What follows belongs to an exercise in optimizing a design on an open flow for small area, a short achievable clock period and few clock cycles; a production flow would make more cautious choices. Only simulation tests tie the RTL to the original design; equivalence was not proved. No activity file was given, so power comes from the tool's default toggle rates.

File: design/flow/run.sh
#!/bin/bash
# synth_recipe.tcl (not shown) runs the flow's synth.tcl, then flattens the netlist and writes it again
# the make line also repeats each setting of config.mk as NAME=value (left out here)
make -C /OpenROAD-flow-scripts/flow DESIGN_CONFIG=/design/flow/config.mk WORK_HOME=/design/flow/orfs CLKGATE_MAP_FILE= SYNTH_SCRIPT=/design/flow/synth_recipe.tcl finish
File: design/flow/config.mk
export PLATFORM = sky130hd
export DESIGN_NAME = matrix_reg_unit
export DESIGN_NICKNAME = matrix_reg_unit
export VERILOG_FILES = /design/flow/design.v
export SDC_FILE = /design/flow/constraint.sdc
export NUM_CORES = 4
export LEC_CHECK = 0
export CAP_MARGIN = 20
export CORE_MARGIN = 2
export CORE_UTILIZATION = 30
export SLEW_MARGIN = 20
File: design/flow/constraint.sdc
create_clock -name core_clock -period 4.0 [get_ports {clk}]
set_input_delay 0.8000 -clock core_clock [delete_from_list [all_inputs] [get_ports {clk}]]
set_output_delay 0.8000 -clock core_clock [all_outputs]
set_load 0.01 [all_outputs]
File: design/flow/design.v
package matrix_pkg;
  localparam logic [2:0] OP_INIT        = 3'd0;
  localparam logic [2:0] OP_WRITE       = 3'd1;
  localparam logic [2:0] OP_SHIFT_UP    = 3'd2;
  localparam logic [2:0] OP_SHIFT_DOWN  = 3'd3;
  localparam logic [2:0] OP_SHIFT_LEFT  = 3'd4;
  localparam logic [2:0] OP_SHIFT_RIGHT = 3'd5;
  localparam logic [2:0] OP_TRANSPOSE   = 3'd6;
  localparam logic [2:0] OP_READ        = 3'd7;
endpackage
module matrix_reg_unit
(
  input  logic                    clk,
  input  logic                    rstnn,
  input  logic                    i_cmd_valid,
  input  logic [2:0]              i_cmd_op,
  input  logic [1:0]              i_cmd_row,
  input  logic [1:0]              i_cmd_col,
  input  logic [15:0]             i_cmd_data,
  output logic                    o_cmd_credit,
  input  logic                    i_row_credit,
  output logic                    o_row_valid,
  output logic [1:0]              o_row_index,
  output logic [63:0]             o_row_data
);
  localparam logic [2:0] OP_INIT        = 3'd0;
  localparam logic [2:0] OP_WRITE       = 3'd1;
  localparam logic [2:0] OP_SHIFT_UP    = 3'd2;
  localparam logic [2:0] OP_SHIFT_DOWN  = 3'd3;
  localparam logic [2:0] OP_SHIFT_LEFT  = 3'd4;
  localparam logic [2:0] OP_SHIFT_RIGHT = 3'd5;
  localparam logic [2:0] OP_TRANSPOSE   = 3'd6;
  localparam logic [2:0] OP_READ        = 3'd7;
  function automatic logic [11:0] row_sel(input logic t, input logic [1:0] a,
                                          input logic [1:0] b, input logic [1:0] k);
    for (int j = 0; j < 4; j++)
      row_sel[j*2 +: 2] = t ? (2'(j) - k - b) : (k + a);
    row_sel[9:8]   = k + a + b;
    row_sel[11:10] = k;
  endfunction
  function automatic logic [3:0] line_oh(input logic [1:0] p, input logic [1:0] q,
                                         input logic lt);
    line_oh = 4'b0001 << (lt ? q : p);
  endfunction
  logic [22:0] q_mem [0:2];
  logic [1:0]  q_wr;
  logic [1:0]  q_rd;
  logic [1:0]  q_cnt;
  logic        h_valid;
  logic [2:0]  h_op;
  logic        h_write;
  logic        h_read;
  logic        h_ri;        
  logic [1:0]  h_p;
  logic [1:0]  h_q;
  logic [3:0]  h_line;      
  logic [15:0] h_data;
  logic        m_t;
  logic [1:0]  m_a;
  logic [1:0]  m_b;
  logic        rd_active;   
  logic        rd_last;     
  logic        r_t;         
  logic [3:0]  r_pend;      
  logic [3:0]  r_cur;       
  logic [2:0]  rc_cnt;      
  logic        has_credit;
  logic [11:0] sel;
  logic        wb_we;
  logic [1:0]  wb_bank;
  logic [1:0]  wb_ent;
  logic [15:0] wb_data;
  logic cap_cont;
  logic conflict;
  logic busy_after;
  logic exec;
  assign cap_cont   = rd_active && has_credit;
  assign conflict   = cap_cont ? |(h_line & r_pend & ~r_cur) : |(h_line & r_pend);
  assign busy_after = rd_active && !(has_credit && rd_last);
  assign exec       = h_valid && !(h_write && conflict) && !(h_ri && busy_after);
  logic cap_new_ok;
  logic cap;
  assign cap_new_ok = !rd_active && has_credit && !wb_we;
  assign cap        = cap_cont || (exec && h_read && cap_new_ok);
  logic       u_t;
  logic [1:0] u_a;
  logic [1:0] u_b;
  always_comb
  begin
    u_t = m_t;
    u_a = m_a;
    u_b = m_b;
    case (h_op)
      OP_SHIFT_UP:    if (m_t) u_b = m_b + 2'd1; else u_a = m_a + 2'd1;
      OP_SHIFT_DOWN:  if (m_t) u_b = m_b - 2'd1; else u_a = m_a - 2'd1;
      OP_SHIFT_LEFT:  if (m_t) u_a = m_a + 2'd1; else u_b = m_b + 2'd1;
      OP_SHIFT_RIGHT: if (m_t) u_a = m_a - 2'd1; else u_b = m_b - 2'd1;
      OP_TRANSPOSE:   u_t = !m_t;
      default: ;
    endcase
  end
  logic        q_ne;
  logic [22:0] q_head;
  logic [2:0]  n_op;
  logic [1:0]  n_row;
  logic [1:0]  n_col;
  logic [1:0]  q_rd_inc;
  assign q_ne     = (q_cnt != 2'd0);
  assign q_head   = (q_rd == 2'd0) ? q_mem[0] : (q_rd == 2'd1) ? q_mem[1] : q_mem[2];
  assign n_op     = q_head[22:20];
  assign n_row    = q_head[19:18];
  assign n_col    = q_head[17:16];
  assign q_rd_inc = (q_rd == 2'd2) ? 2'd0 : q_rd + 2'd1;
  always_ff @(posedge clk)
  begin
    if (i_cmd_valid)
      q_mem[q_wr] <= {i_cmd_op, i_cmd_row, i_cmd_col, i_cmd_data};
  end
  logic q_pop_x;   
  logic q_pop_n;   
  assign q_pop_x = q_ne;
  assign q_pop_n = q_ne && !h_valid;
  always_ff @(posedge clk or negedge rstnn)
  begin
    if (!rstnn)
    begin
      q_wr         <= '0;
      q_rd         <= '0;
      q_cnt        <= '0;
      o_cmd_credit <= 1'b0;
    end
    else
    begin
      if (i_cmd_valid)
        q_wr <= (q_wr == 2'd2) ? 2'd0 : q_wr + 2'd1;
      if (exec ? q_pop_x : q_pop_n)
        q_rd <= q_rd_inc;
      q_cnt        <= q_cnt + {1'b0, i_cmd_valid} - {1'b0, exec ? q_pop_x : q_pop_n};
      o_cmd_credit <= exec;
    end
  end
  logic [1:0] x_p, x_q, n_p, n_q;
  logic       x_lt;
  assign x_p  = (u_t ? n_col : n_row) + u_a;
  assign x_q  = (u_t ? n_row : n_col) + u_b;
  assign n_p  = (m_t ? n_col : n_row) + m_a;
  assign n_q  = (m_t ? n_row : n_col) + m_b;
  assign x_lt = h_read ? m_t : r_t;
  logic [30:0] h_fields_x;
  logic [30:0] h_fields_n;
  logic [30:0] h_fields;
  assign h_fields   = {h_op, h_write, h_read, h_ri, h_p, h_q, h_line, h_data};
  assign h_fields_x = {n_op, n_op == OP_WRITE, n_op == OP_READ,
                       n_op == OP_READ || n_op == OP_INIT,
                       x_p, x_q, line_oh(x_p, x_q, x_lt), q_head[15:0]};
  assign h_fields_n = h_valid ? h_fields
                              : {n_op, n_op == OP_WRITE, n_op == OP_READ,
                                 n_op == OP_READ || n_op == OP_INIT,
                                 n_p, n_q, line_oh(n_p, n_q, r_t), q_head[15:0]};
  always_ff @(posedge clk or negedge rstnn)
  begin
    if (!rstnn)
      h_valid <= 1'b0;
    else
      h_valid <= exec ? q_ne : (h_valid || q_ne);
  end
  always_ff @(posedge clk)
  begin
    {h_op, h_write, h_read, h_ri, h_p, h_q, h_line, h_data}
      <= exec ? h_fields_x : h_fields_n;
  end
  logic [1:0]  m_line0;
  logic [3:0]  line0_oh;
  logic [11:0] sel_inc;
  logic [11:0] sel_go;      
  logic [11:0] sel_x;
  logic [11:0] sel_n;
  assign m_line0  = m_t ? m_b : m_a;
  assign line0_oh = 4'b0001 << m_line0;
  always_comb
  begin
    for (int j = 0; j < 4; j++)
      sel_inc[j*2 +: 2] = r_t ? sel[j*2 +: 2] - 2'd1 : sel[j*2 +: 2] + 2'd1;
    sel_inc[9:8]   = sel[9:8] + 2'd1;
    sel_inc[11:10] = sel[11:10] + 2'd1;
  end
  assign sel_go = cap_cont ? sel_inc : sel;
  assign sel_x  = h_read     ? row_sel(m_t, m_a, m_b, cap_new_ok ? 2'd1 : 2'd0)
                : busy_after ? sel_go
                :              row_sel(u_t, u_a, u_b, 2'd0);
  assign sel_n  = busy_after ? sel_go : row_sel(m_t, m_a, m_b, 2'd0);
  logic [2:0] rc_sum;
  assign rc_sum = rc_cnt + {2'b0, i_row_credit};
  always_ff @(posedge clk or negedge rstnn)
  begin
    if (!rstnn)
    begin
      m_t        <= 1'b0;
      m_a        <= '0;
      m_b        <= '0;
      rd_active  <= 1'b0;
      rd_last    <= 1'b0;
      r_t        <= 1'b0;
      r_pend     <= '0;
      r_cur      <= '0;
      rc_cnt     <= '0;
      has_credit <= 1'b0;
      sel        <= '0;
    end
    else
    begin
      if (cap)
      begin
        rc_cnt     <= rc_sum - 3'd1;
        has_credit <= (rc_sum != 3'd1);
      end
      else
      begin
        rc_cnt     <= rc_sum;
        has_credit <= (rc_sum != 3'd0);
      end
      if (exec)
      begin
        m_t <= u_t;
        m_a <= u_a;
        m_b <= u_b;
      end
      if (exec && h_read)
      begin
        rd_active <= 1'b1;
        rd_last   <= 1'b0;
        r_t       <= m_t;
        r_pend    <= cap_new_ok ? ~line0_oh : 4'b1111;
        r_cur     <= cap_new_ok ? {line0_oh[2:0], line0_oh[3]} : line0_oh;
      end
      else if (cap_cont)
      begin
        rd_active <= !rd_last;
        rd_last   <= (sel[11:10] == 2'd2);
        r_pend    <= r_pend & ~r_cur;
        r_cur     <= {r_cur[2:0], r_cur[3]};
      end
      sel <= exec ? sel_x : sel_n;
    end
  end
  always_ff @(posedge clk or negedge rstnn)
  begin
    if (!rstnn)
      wb_we <= 1'b0;
    else
      wb_we <= exec && h_write;
  end
  always_ff @(posedge clk)
  begin
    wb_bank <= h_p + h_q;
    wb_ent  <= h_p;
    wb_data <= h_data;
  end
  logic [15:0] mem   [0:3][0:3];    
  logic [3:0]  valid [0:3];         
  logic        fill;
  always_ff @(posedge clk)
  begin
    for (int j = 0; j < 4; j++)
      for (int i = 0; i < 4; i++)
        if (wb_we && wb_bank == 2'(j) && wb_ent == 2'(i))
          mem[j][i] <= wb_data;
  end
  always_ff @(posedge clk or negedge rstnn)
  begin
    if (!rstnn)
    begin
      for (int j = 0; j < 4; j++)
        valid[j] <= '0;
      fill <= 1'b0;
    end
    else if (exec && h_ri && !h_read)
    begin
      for (int j = 0; j < 4; j++)
        valid[j] <= '0;
      fill <= 1'b1;
    end
    else if (wb_we)
    begin
      for (int j = 0; j < 4; j++)
        for (int i = 0; i < 4; i++)
          if (wb_bank == 2'(j) && wb_ent == 2'(i))
            valid[j][i] <= 1'b1;
    end
  end
  logic [15:0] bank_out [0:3];
  always_comb
  begin
    for (int j = 0; j < 4; j++)
      bank_out[j] = valid[j][sel[j*2 +: 2]] ? mem[j][sel[j*2 +: 2]] : {15'b0, fill};
  end
  logic [63:0] row_nxt;
  always_comb
  begin
    for (int c = 0; c < 4; c++)
      row_nxt[c*16 +: 16] = bank_out[2'(c) + sel[9:8]];
  end
  always_ff @(posedge clk or negedge rstnn)
  begin
    if (!rstnn)
      o_row_valid <= 1'b0;
    else
      o_row_valid <= cap;
  end
  always_ff @(posedge clk)
  begin
    o_row_index <= sel[11:10];
    o_row_data  <= row_nxt;
  end
endmodule
==> results.sh <==
export IMPL_status="finished clean"
export IMPL_io_pins=95
export IMPL_grt_pass1_wl_um=74130
export IMPL_ant_nets=0
export IMPL_fin_crit_sh=0.8081
export IMPL_worstRegToRegCells=11
export IMPL_synthCells=1329
export IMPL_relSlewSlack=0.2603
export IMPL_synth_area_leader_cell="edfxtp_1"
export IMPL_cts_inserted_buffers=51
export IMPL_rows=95
export IMPL_rrSetupSlack_ns=0.77
export IMPL_cap_violations=0
export IMPL_cts_root_buffer="clkbuf_16"
export IMPL_syn_num_nets=1383
export IMPL_fin_skew_ns=0.03300
export IMPL_clkSlewWorstSetupHoldPaths_ns=0.06
export IMPL_worstSkewPairLatency_ns=0.61
export IMPL_drive_gt1_frac=0.1487
export IMPL_cp_depth=11
export IMPL_syn_to_final_growth_pct=19.44
export IMPL_gp_congestion=0.8292
export IMPL_dieArea_mm2=0.06997
export IMPL_crit_path_cell_trace="mux2i_1, nor2_1, a21oi_1, mux2i_1, ha_1, xor2_1, o22ai_1, mux2_2, o32ai_1, o221ai_2, and2_1"
export IMPL_finalHoldViolations=0
export IMPL_clockBufferDepth=3
export IMPL_synth_edf_count=355
export IMPL_postCtsSetupRepairBufs=0
export IMPL_syn_area_mm2=0.02036
export IMPL_synth_distinct_cells=63
export IMPL_fin_nets=1497
export IMPL_dp_slack_ns=0.7843
export IMPL_antenna_found_initial=0
export IMPL_synth_flop_cell="edfxtp_1"
export IMPL_clkSinkCount=500
export IMPL_viasPerCell=5.095
export IMPL_worst_pin_slew_ns=1.102
export IMPL_r2r_end="h_line[1]"
export IMPL_start_util=0.3032
export IMPL_drc=0
export IMPL_coreArea_mm2=0.06716
export IMPL_drt_iter0_drc=1375
export IMPL_io_buffers=94
export IMPL_gr_total_overflow=0
export IMPL_vdd_drop_max_mv=0.3920
export IMPL_htree_levels=2
export IMPL_rsz0062_at_grt="no"
export IMPL_diodes=0
export IMPL_cts_tree="done"
export IMPL_die_w_um=264.5
export IMPL_max_clock_freq_ghz=0.3094
export IMPL_ys_seq_area_frac=0.6806
export IMPL_crit_fanout=8
export IMPL_crit_path_end="h_line[1]"
export IMPL_drt_wl_total_um=48370
export IMPL_yosysTopAreaCellShare=0.5236
export IMPL_max_stage_delay_ns=0.57
export IMPL_end_kind="flip-flop"
export IMPL_setup_viol_count_final=0
export IMPL_cp_start_kind="flip-flop"
export IMPL_critical_path_buf_inv_count=0
export IMPL_postLayoutSetupSlackWorst_ns=0.7677
export IMPL_synth_area_per_cell_um2=15.32
export IMPL_cts_repair_resized=0
export IMPL_arrival_ns=3.57
export IMPL_rr_startpoint="q_rd[0]"
export IMPL_critical_path_class="reg -> reg"
export IMPL_vias=12020
export IMPL_synth_seq_cells=500
export IMPL_hpwl_um=32140
export IMPL_synth_area_top_cells="edfxtp_1 (52%), dfxtp_1 (8.5%), dfrtp_1 (7.3%), mux4_2 (5.4%), mux2i_1 (5.0%)"
export IMPL_tns_ns=0
export IMPL_hold_class="in -> async"
export IMPL_crit_path_frequent_cell="mux2i_1"
export IMPL_track_usage=0.1387
export IMPL_yosysWarnings=4
export IMPL_final_core_util=0.3621
export IMPL_drv_slew=0
export IMPL_critPathLaunch="q_rd[0]"
export IMPL_p_leak_nw=8.390
export IMPL_firstDrtPassIters=14
export IMPL_min_period_ns=3.232
export IMPL_cp_required_ns=4.34
export IMPL_wl_per_cell_um=20.51
export IMPL_async_flop_share=0.1180
export IMPL_powerDensity_mw_per_mm2=876.9
export IMPL_die_h_um=264.5
export IMPL_grt_start_max_net_pins=65
export IMPL_grt_pass1_vias=12011
export IMPL_crit_family="compound AO/OA/AOI/OAI gates"
export IMPL_hold_buffers=0
export IMPL_critPathSlowestCell="dfrtp_1"
==> state kept, by name, summed over array words and instances, names as in the netlist, 3 cells and up <==
name	cells
valid	16
h_op	3
h_line	4
q_mem	69
r_pend	4
rc_cnt	3
wb_data	16
mem	256
h_data	16
o_row_data	64
r_cur	4
sel	12
==> cells in the mapped netlist, drive strengths merged (2+ instances only) <==
| master | number |
|---|---|
| xor2 | 18 |
| nand3b | 7 |
| or3b | 2 |
| a222oi | 80 |
| a21boi | 3 |
| xnor2 | 25 |
| o21a | 19 |
| nand3 | 13 |
| nor2 | 39 |
| a31oi | 10 |
| and3 | 3 |
| a21oi | 23 |
| nor2b | 50 |
| nor3b | 2 |
| a211oi | 5 |
| a2111oi | 2 |
| o21ai | 54 |
| o22ai | 9 |
| xnor3 | 3 |
| dfrtp | 59 |
| and2 | 9 |
| nand2b | 9 |
| mux2 | 14 |
| o221ai | 2 |
| dfxtp | 86 |
| ha | 27 |
| o211ai | 8 |
| or3 | 6 |
| mux4 | 49 |
| inv | 24 |
| nand2 | 104 |
| nor3 | 8 |
| edfxtp | 355 |
| clkbuf | 58 |
| a21o | 7 |
| mux2i | 102 |
| buf | 22 |
==> cell type report <==
class / count / area, um^2
multi-input combinational: 725 / 6128
clock inverter: 34 / 456.7
clock buffer: 62 / 1390
tap: 873 / 1092
timing repair buffer: 141 / 1301
sequential: 500 / 13860
inverter: 24 / 90.09
fill: 6256 / 42840
==> layout by cell type (no fill, tap or decap), drive strengths merged, types with 26 or more instances in the layout <==
| cell | instances |
|---|---|
| edfxtp | 355 |
| dfxtp | 86 |
| nor2b | 50 |
| nor2 | 39 |
| clkbuf | 62 |
| dfrtp | 59 |
| o21ai | 54 |
| nand2 | 104 |
| inv | 26 |
| ha | 27 |
| buf | 48 |
| clkdlybuf4s50 | 93 |
| mux4 | 49 |
| a222oi | 80 |
| mux2i | 102 |
==> worst reg2reg max path: stages, from the launching register on <==
cell      delay [ns]
dfrtp_1         0.57
mux2i_1         0.23
nor2_1          0.05
a21oi_1         0.30
mux2i_1         0.15
ha_1            0.24
xor2_1          0.29
o22ai_1         0.16
mux2_2          0.29
o32ai_1         0.28
o221ai_2        0.21
and2_1          0.20
==> how the worst min path moves through the flow <==
stage,end,slack (ns)
5_1_grt,m_b[1],0.21
4_1_cts,m_b[1],0.18
3_3_place_gp,wb_data[14],0.33
3_5_place_dp,wb_data[14],0.33
6_report,m_b[1],0.19
2_1_floorplan,wb_data[0],0.32
==> cell families after synthesis <==
logic type               Yosys count  share of synthesized area
flip-flops                       500                     0.6806
buffers and inverters            104                    0.02059
multiplexers                     165                     0.1121
XOR/XNOR                          46                    0.02255
AND/OR/NAND/NOR                  254                    0.06041
adder cells (fa/ha/maj)           27                    0.01659
AO/OA/AOI/OAI                    233                    0.08714
==> through the flow <==
stage                     instance area [um^2]  std cells  power, mW  hold WS, ns
final                                    24320       2359      21.32       0.1878
after global routing                     24320       2359      22.54       0.2122
after CTS                                24300       2358      21.43       0.1767
after detailed placement                 22450       2262      16.27       0.3269
after global placement                   22450       2262      16.14       0.3257
after floorplan                          20360       1329      13.40       0.3233
==> where the power goes <==
part           switching [mW]  internal [mW]
Sequential               1.18           7.20
Clock                    2.03           3.08
Combinational            4.46           3.36
==> per-layer routing <==
layer | track usage | wire, um
met1 | 0.1908 | 20880
met2 | 0.2224 | 22650
met3 | 0.02545 | 3664
met4 | 0.04392 | 1180
met5 | 0 | 0
Testbench counts, summed over its fixed seeds: cycles 4,924.

port drivers added, routing unchanged:
In the flow no input, the clock included, has a driving cell. The finished layout below was timed again as built, in two steps. Step 1: set_driving_cell puts a clkbuf_16 on clk and a buf_2 on each other input, an assumption about the parent block. Step 2, shift: input delay + t, output delay - t, t = (earliest + latest rising clock arrival at the registers) / 2. This alone moves slack from input paths to output paths. Slacks: no drivers / after step 1 / after step 2; pairs: no drivers / after step 1.
shift t [ns]: 0.647
slack for setup (ns): 0.768 / 0.768 / 0.768
worst setup path after step 2: register to register
worst slew at a driven data input, ns: 0.05
After both steps this run still meets setup and hold. For this run, drivers alone change the setup slack by 0.000 ns; drivers and shift together by 0.000 ns.
